Source: an optimization exercise on an open RTL-to-GDS flow (aim: small area). Production flows keep margins and buffers that such runs may drop. RTL that was checked went through simulation tests only; none was proved equivalent to the original. The clock port is modelled as an ideal driver; clocking choices that lean on that would not hold on a real chip.

==> inputs of job 9386 <==
==> flow/design.v <==
`timescale 1ns/1ps
`default_nettype none
module switch_core (
    input  wire         switch_clk,
    input  wire         arst_n_i,
    input  wire  [3:0]   frame_eof_i,
    input  wire  [191:0] src_mac_i,
    input  wire  [191:0] dst_mac_i,
    input  wire  [31:0]  start_ptr_i,
    input  wire  [3:0]   voq_pop_i,
    output wire  [31:0]  voq_ptr_o,
    output wire  [3:0]   voq_valid_o,
    output wire  [3:0]   voq_drop_o
);
    logic [47:0] src_q [3:0];
    logic [47:0] dst_q [3:0];
    logic [7:0]  ptr_q [3:0];
    logic [3:0]  pending_q;
    logic [1:0]  rr_ptr_q;
    always_ff @(posedge switch_clk) begin
        for (int p = 0; p < 4; p++) begin
            if (frame_eof_i[p]) begin
                src_q[p] <= src_mac_i[p*48 +: 48];
                dst_q[p] <= dst_mac_i[p*48 +: 48];
                ptr_q[p] <= start_ptr_i[p*8 +: 8];
            end
        end
    end
    logic [3:0] grant;
    logic [1:0] grant_port;
    logic       found;
    always_comb begin
        grant      = '0;
        grant_port = rr_ptr_q;
        found      = 1'b0;
        for (int i = 0; i < 4; i++) begin
            if (!found && pending_q[2'(rr_ptr_q + 2'(i))]) begin
                found                          = 1'b1;
                grant[2'(rr_ptr_q + 2'(i))]    = 1'b1;
                grant_port                     = 2'(rr_ptr_q + 2'(i));
            end
        end
    end
    logic [3:0] g1_oh_q;
    logic       g1_valid_q;
    logic [1:0] g1_port_q;
    logic [3:0] g2_mask_q;
    logic [1:0] g2_port_q;
    logic [3:0] g3_mask_q;
    logic [7:0] g3_ptr_q;
    always_ff @(posedge switch_clk or negedge arst_n_i) begin
        if (!arst_n_i) begin
            pending_q  <= '0;
            rr_ptr_q   <= '0;
            g1_oh_q    <= '0;
        end else begin
            pending_q  <= frame_eof_i | (pending_q & ~grant);
            g1_oh_q    <= grant;
            if (found) rr_ptr_q <= {grant_port[1] ^ grant_port[0], ~grant_port[0]};
        end
    end
    logic [3:0] lk_idx_q;
    logic [3:0] grant_idx;
    always_comb begin
        grant_idx = '0;
        for (int p = 0; p < 4; p++)
            grant_idx = grant_idx | ({4{grant[p]}} & dst_q[p][3:0]);
    end
    always_ff @(posedge switch_clk) begin
        lk_idx_q  <= grant_idx;
        g2_port_q <= g1_port_q;
        g3_ptr_q  <= ptr_q[g2_port_q];
    end
    logic [43:0] tab_mac  [15:0];
    logic [1:0]  tab_port [15:0];
    logic [15:0] tab_valid_q;
    logic [47:0] lk_dst;
    logic [47:0] lk_src;
    logic        hit;
    logic [1:0]  hit_port;
    logic [3:0]  ingress_bit;
    logic [3:0]  mask;
    assign g1_valid_q = |g1_oh_q;
    assign g1_port_q  = {g1_oh_q[3] | g1_oh_q[2], g1_oh_q[3] | g1_oh_q[1]};
    always_comb begin
        lk_dst = '0;
        lk_src = '0;
        for (int p = 0; p < 4; p++) begin
            lk_dst = lk_dst | ({48{g1_oh_q[p]}} & dst_q[p]);
            lk_src = lk_src | ({48{g1_oh_q[p]}} & src_q[p]);
        end
    end
    logic [15:0] rd_sel;
    logic [43:0] rd_mac;
    logic [1:0]  rd_port;
    logic        rd_valid;
    always_comb begin
        rd_mac   = '0;
        rd_port  = '0;
        rd_valid = 1'b0;
        for (int i = 0; i < 16; i++) begin
            rd_sel[i] = (lk_idx_q == 4'(i));
            rd_mac    = rd_mac   | ({44{rd_sel[i]}} & tab_mac[i]);
            rd_port   = rd_port  | ({2{rd_sel[i]}} & tab_port[i]);
            rd_valid  = rd_valid | (rd_sel[i] & tab_valid_q[i]);
        end
    end
    assign hit         = rd_valid && (rd_mac == lk_dst[47:4]);
    assign hit_port    = rd_port;
    assign ingress_bit = g1_oh_q;
    always_comb begin
        if (!g1_valid_q)
            mask = '0;
        else if (((&lk_idx_q) && (&lk_dst[47:4])) || !hit)
            mask = ~ingress_bit;
        else if (hit_port == g1_port_q)
            mask = '0;
        else
            mask = 4'd1 << hit_port;
    end
    always_ff @(posedge switch_clk) begin
        if (g1_valid_q) begin
            tab_mac[lk_src[3:0]]  <= lk_src[47:4];
            tab_port[lk_src[3:0]] <= g1_port_q;
        end
    end
    always_ff @(posedge switch_clk or negedge arst_n_i) begin
        if (!arst_n_i) begin
            tab_valid_q <= '0;
            g2_mask_q   <= '0;
            g3_mask_q   <= '0;
        end else begin
            if (g1_valid_q) tab_valid_q[lk_src[3:0]] <= 1'b1;
            g2_mask_q <= mask;
            g3_mask_q <= g2_mask_q;
        end
    end
    for (genvar g = 0; g < 4; g++) begin : g_voq
        logic [7:0] mem [3:0];
        logic [1:0] wr_idx_q;
        logic [1:0] rd_idx_q;
        logic [1:0] rd_next;
        logic [1:0] wr_next;
        logic       valid_q;
        logic       drop_q;
        logic       full;
        logic       do_pop;
        logic       do_push;
        assign rd_next = {rd_idx_q[1] ^ rd_idx_q[0], ~rd_idx_q[0]};
        assign wr_next = {wr_idx_q[1] ^ wr_idx_q[0], ~wr_idx_q[0]};
        assign full    = valid_q && (wr_idx_q == rd_idx_q);
        assign do_pop  = voq_pop_i[g] && valid_q;
        assign do_push = g3_mask_q[g] && (!full || do_pop);
        always_ff @(posedge switch_clk) begin
            if (do_push) mem[wr_idx_q] <= g3_ptr_q;
        end
        always_ff @(posedge switch_clk or negedge arst_n_i) begin
            if (!arst_n_i) begin
                wr_idx_q <= '0;
                rd_idx_q <= '0;
                valid_q  <= 1'b0;
                drop_q   <= 1'b0;
            end else begin
                if (do_push) wr_idx_q <= wr_next;
                if (do_pop)  rd_idx_q <= rd_next;
                valid_q <= do_push || (valid_q && !(do_pop && rd_next == wr_idx_q));
                drop_q  <= g3_mask_q[g] && !do_push;
            end
        end
        assign voq_ptr_o[g*8 +: 8] = mem[rd_idx_q];
        assign voq_valid_o[g]      = valid_q;
        assign voq_drop_o[g]       = drop_q;
    end
endmodule
`default_nettype wire
==> flow/flow/run.sh <==
#!/bin/bash
# ORFS layout of the design, as the standard.sh runs it, with three changes:
#  - synthesis maps the logic with an area-oriented ABC script (flow/synth.tcl)
#  - the port buffers are the smallest plain buffer
#  - CTS builds the tree from clkbuf_16 without dummy loads
set -euo pipefail
W=$PWD
export MY_ABC_SCRIPT=$W/flow/abc_area.script
export BUFFER_PORTS_ARGS="-buffer_cell sky130_fd_sc_hd__buf_1"
export CTS_ARGS="-sink_clustering_enable -repair_clock_nets -dont_use_dummy_load -buf_list sky130_fd_sc_hd__clkbuf_16 -sink_clustering_size 28 -sink_clustering_max_diameter 100"
make -C "$FLOW_HOME" DESIGN_CONFIG="$FLOW_CONFIG" WORK_HOME="$W/orfs" CLKGATE_MAP_FILE= \
  SYNTH_SCRIPT="$W/flow/synth.tcl" finish > "$W/make_finish.log" 2>&1
R=$W/orfs/results/$FLOW_PLATFORM/switch_core/base
: # left out here: write the final layout as DEF
==> flow/flow/abc_area.script <==
&get -n
&st
&dch -f
&nf -a -R 1000
&st
&dch -f
&nf -a -R 1000
&put
==> flow/flow/synth.tcl <==
# The standard flow's synthesis script (synth_recipe.tcl) with one change: ABC maps the
# combinational logic with an area-oriented script (flow/abc_area.script)
# instead of ORFS's speed script. Flip-flop mapping, flattening and renaming
# are unchanged.
proc synth {args} { yosys synth -nofsm -noshare {*}$args }
proc abc {args} {
  set i [lsearch -exact $args -script]
  if {$i >= 0} { lset args [expr {$i + 1}] $::env(MY_ABC_SCRIPT) }
  yosys abc {*}$args
}
source $::env(SCRIPTS_DIR)/synth.tcl
# left out here: clear keep_hierarchy, flatten, clean up, hide names made inside functions, write 1_2_yosys.v
==> flow/standard.sh <==
#!/bin/bash
# synth_recipe.tcl (not shown) runs the flow's synth.tcl, then flattens the netlist and writes it again
# the make line also repeats each setting of config.mk as NAME=value (left out here)
make -C /OpenROAD-flow-scripts/flow DESIGN_CONFIG=/design/flow/config.mk WORK_HOME=/design/flow/orfs CLKGATE_MAP_FILE= SYNTH_SCRIPT=/design/flow/synth_recipe.tcl "${@:-finish}"
==> flow/config.mk <==
export PLATFORM = sky130hd
export DESIGN_NAME = switch_core
export DESIGN_NICKNAME = switch_core
export VERILOG_FILES = /design/flow/design.v
export SDC_FILE = /design/flow/constraint.sdc
export NUM_CORES = 4
export LEC_CHECK = 0
export CAP_MARGIN = 0
export CORE_MARGIN = 2
export CORE_UTILIZATION = 60
export SETUP_SLACK_MARGIN = 0.05
export SLEW_MARGIN = 0
==> flow/constraint.sdc <==
create_clock -name core_clock -period 5.0 [get_ports {switch_clk}]
set_input_delay 1.0000 -clock core_clock [delete_from_list [all_inputs] [get_ports {switch_clk}]]
set_output_delay 1.0000 -clock core_clock [all_outputs]
set_load 0.01 [all_outputs]
==> job 600: changes against job 9386 <==
--- a/flow/design.v
+++ b/flow/design.v
@@ -60,13 +60,5 @@
         end
     end
-    logic [3:0] lk_idx_q;
-    logic [3:0] grant_idx;
-    always_comb begin
-        grant_idx = '0;
-        for (int p = 0; p < 4; p++)
-            grant_idx = grant_idx | ({4{grant[p]}} & dst_q[p][3:0]);
-    end
     always_ff @(posedge switch_clk) begin
-        lk_idx_q  <= grant_idx;
         g2_port_q <= g1_port_q;
         g3_ptr_q  <= ptr_q[g2_port_q];
@@ -100,5 +92,5 @@
         rd_valid = 1'b0;
         for (int i = 0; i < 16; i++) begin
-            rd_sel[i] = (lk_idx_q == 4'(i));
+            rd_sel[i] = (lk_dst[3:0] == 4'(i));
             rd_mac    = rd_mac   | ({44{rd_sel[i]}} & tab_mac[i]);
             rd_port   = rd_port  | ({2{rd_sel[i]}} & tab_port[i]);
@@ -112,5 +104,5 @@
         if (!g1_valid_q)
             mask = '0;
-        else if (((&lk_idx_q) && (&lk_dst[47:4])) || !hit)
+        else if ((&lk_dst) || !hit)
             mask = ~ingress_bit;
         else if (hit_port == g1_port_q)
==> flow/flow/run.sh (replaced) <==
#!/bin/bash
# Standard ORFS layout with two changes: the port buffers are the smallest
# plain buffer, and CTS builds its tree from clkbuf_8 without dummy loads.
set -euo pipefail
export BUFFER_PORTS_ARGS="-buffer_cell sky130_fd_sc_hd__buf_1"
export CTS_ARGS="-sink_clustering_enable -repair_clock_nets -dont_use_dummy_load -buf_list sky130_fd_sc_hd__clkbuf_8 -sink_clustering_size 16 -sink_clustering_max_diameter 50"
bash standard.sh finish > standard_flow.log 2>&1
SETUP_SLACK_MARGIN = unset   (was 0.05)
removed: flow/flow/abc_area.script
removed: flow/flow/synth.tcl
==> job 6663: changes against job 9386 <==
--- a/flow/flow/run.sh
+++ b/flow/flow/run.sh
@@ -8,5 +8,5 @@
 export MY_ABC_SCRIPT=$W/flow/abc_area.script
 export BUFFER_PORTS_ARGS="-buffer_cell sky130_fd_sc_hd__buf_1"
-export CTS_ARGS="-sink_clustering_enable -repair_clock_nets -dont_use_dummy_load -buf_list sky130_fd_sc_hd__clkbuf_16 -sink_clustering_size 28 -sink_clustering_max_diameter 100"
+export CTS_ARGS="-sink_clustering_enable -repair_clock_nets -dont_use_dummy_load -buf_list sky130_fd_sc_hd__clkbuf_16 -sink_clustering_size 24 -sink_clustering_max_diameter 80"
 make -C "$FLOW_HOME" DESIGN_CONFIG="$FLOW_CONFIG" WORK_HOME="$W/orfs" CLKGATE_MAP_FILE= \
   SYNTH_SCRIPT="$W/flow/synth.tcl" finish > "$W/make_finish.log" 2>&1
==> flow/flow/abc_area.script (replaced) <==
&get -n
&st
&dch -f
&nf -a
&put
CORE_UTILIZATION = 70   (was 60)
SETUP_SLACK_MARGIN = 0.15   (was 0.05)
==> run notes <==
Job 600 produced a layout that fails on negative setup slack. Job 6663 went through all stages and came out clean. Job 9386 completed without violations. Register-to-register slack: job 600 is worse than job 9386 (0.23 ns). Core utilization: job 600 < job 9386 < job 6663. Global-route usage, lowest first: job 9386, job 6663, job 600. The highest worst hold slack belongs to job 9386, the lowest to job 600. Between job 6663 and job 9386, the lower count of clock-buffer cells in the layout is in job 9386 (gap 12).
==> figures <==
                                                                                         job 9386                                 job 6663                                  job 600
CP arrival                                                                                5.34 ns                                  5.30 ns                                  5.70 ns
Routed length on met2                                                                    63400 um                                 60000 um                                 80500 um
Adder-cell area share of the yosys netlist                                                0.00618                                  0.00616                                  0.00670
Post-Layout Inst Area                                                                0.0543 sq mm                             0.0546 sq mm                             0.0585 sq mm
Portion of the clock cycle consumed by the worst path in the final layout                   0.956                                    0.956                                     1.00
Path class of the lowest-slack min-delay path                              flip-flop to flip-flop  input pin to asynchronous set/reset pin  input pin to asynchronous set/reset pin
Master of the slowest instance on the critical path                                       dfxtp_1                                 a211oi_1                                a2111oi_0
Area of the mapped netlist                                                           0.0486 sq mm                             0.0488 sq mm                             0.0523 sq mm
Total Wirelength                                                                        131000 um                                124000 um                                177000 um
Fraction of the yosys area taken by sequential cells                                        0.827                                    0.824                                    0.766
Result of the run                                                no timing/DRC/antenna violations         no timing/DRC/antenna violations               complete, but fails checks
Layout check failures                                                                           -                                        -                     negative setup slack
Number of vias in the routed layout                                                         28300                                    28800                                    33900
Only the layout flow was run in job 600; the RTL was not checked for function there.

## afterwards: timing with drivers on the ports
The results above use ideal ports. As a check the final layouts listed here were re-extracted and re-timed, cells and wires unchanged.
Step 1 (the two cells are an assumption about what drives the block):
set clk [get_ports {switch_clk}]
set_driving_cell -lib_cell sky130_fd_sc_hd__clkbuf_16 $clk
set_driving_cell -lib_cell sky130_fd_sc_hd__buf_2 [delete_from_list [all_inputs] $clk]
Step 2 times the ports against the registers' clock, not the clock port: input delays grow and output delays shrink by t, the midpoint of the rising clock arrivals with the driver on.
a / b / c = ideal / step 1 / step 2; a / b = the first two.
| run | shift t [ns] | setup WS [ns] | worst setup path after step 2 | clock arrival spread, ns | slew at the worst register clock pin (ns) |
|---|---|---|---|---|---|
| job 9386 | 0.710 | 0.222 / 0.222 / 0.222 | register to register | 0.058 / 0.058 | 0.12 / 0.12 |
| job 600 | 0.881 | -0.012 / -0.012 / -0.012 | register to register | 0.094 / 0.094 | 0.11 / 0.11 |
| job 6663 | 0.692 | 0.221 / 0.221 / 0.221 | register to register | 0.042 / 0.042 | 0.10 / 0.10 |
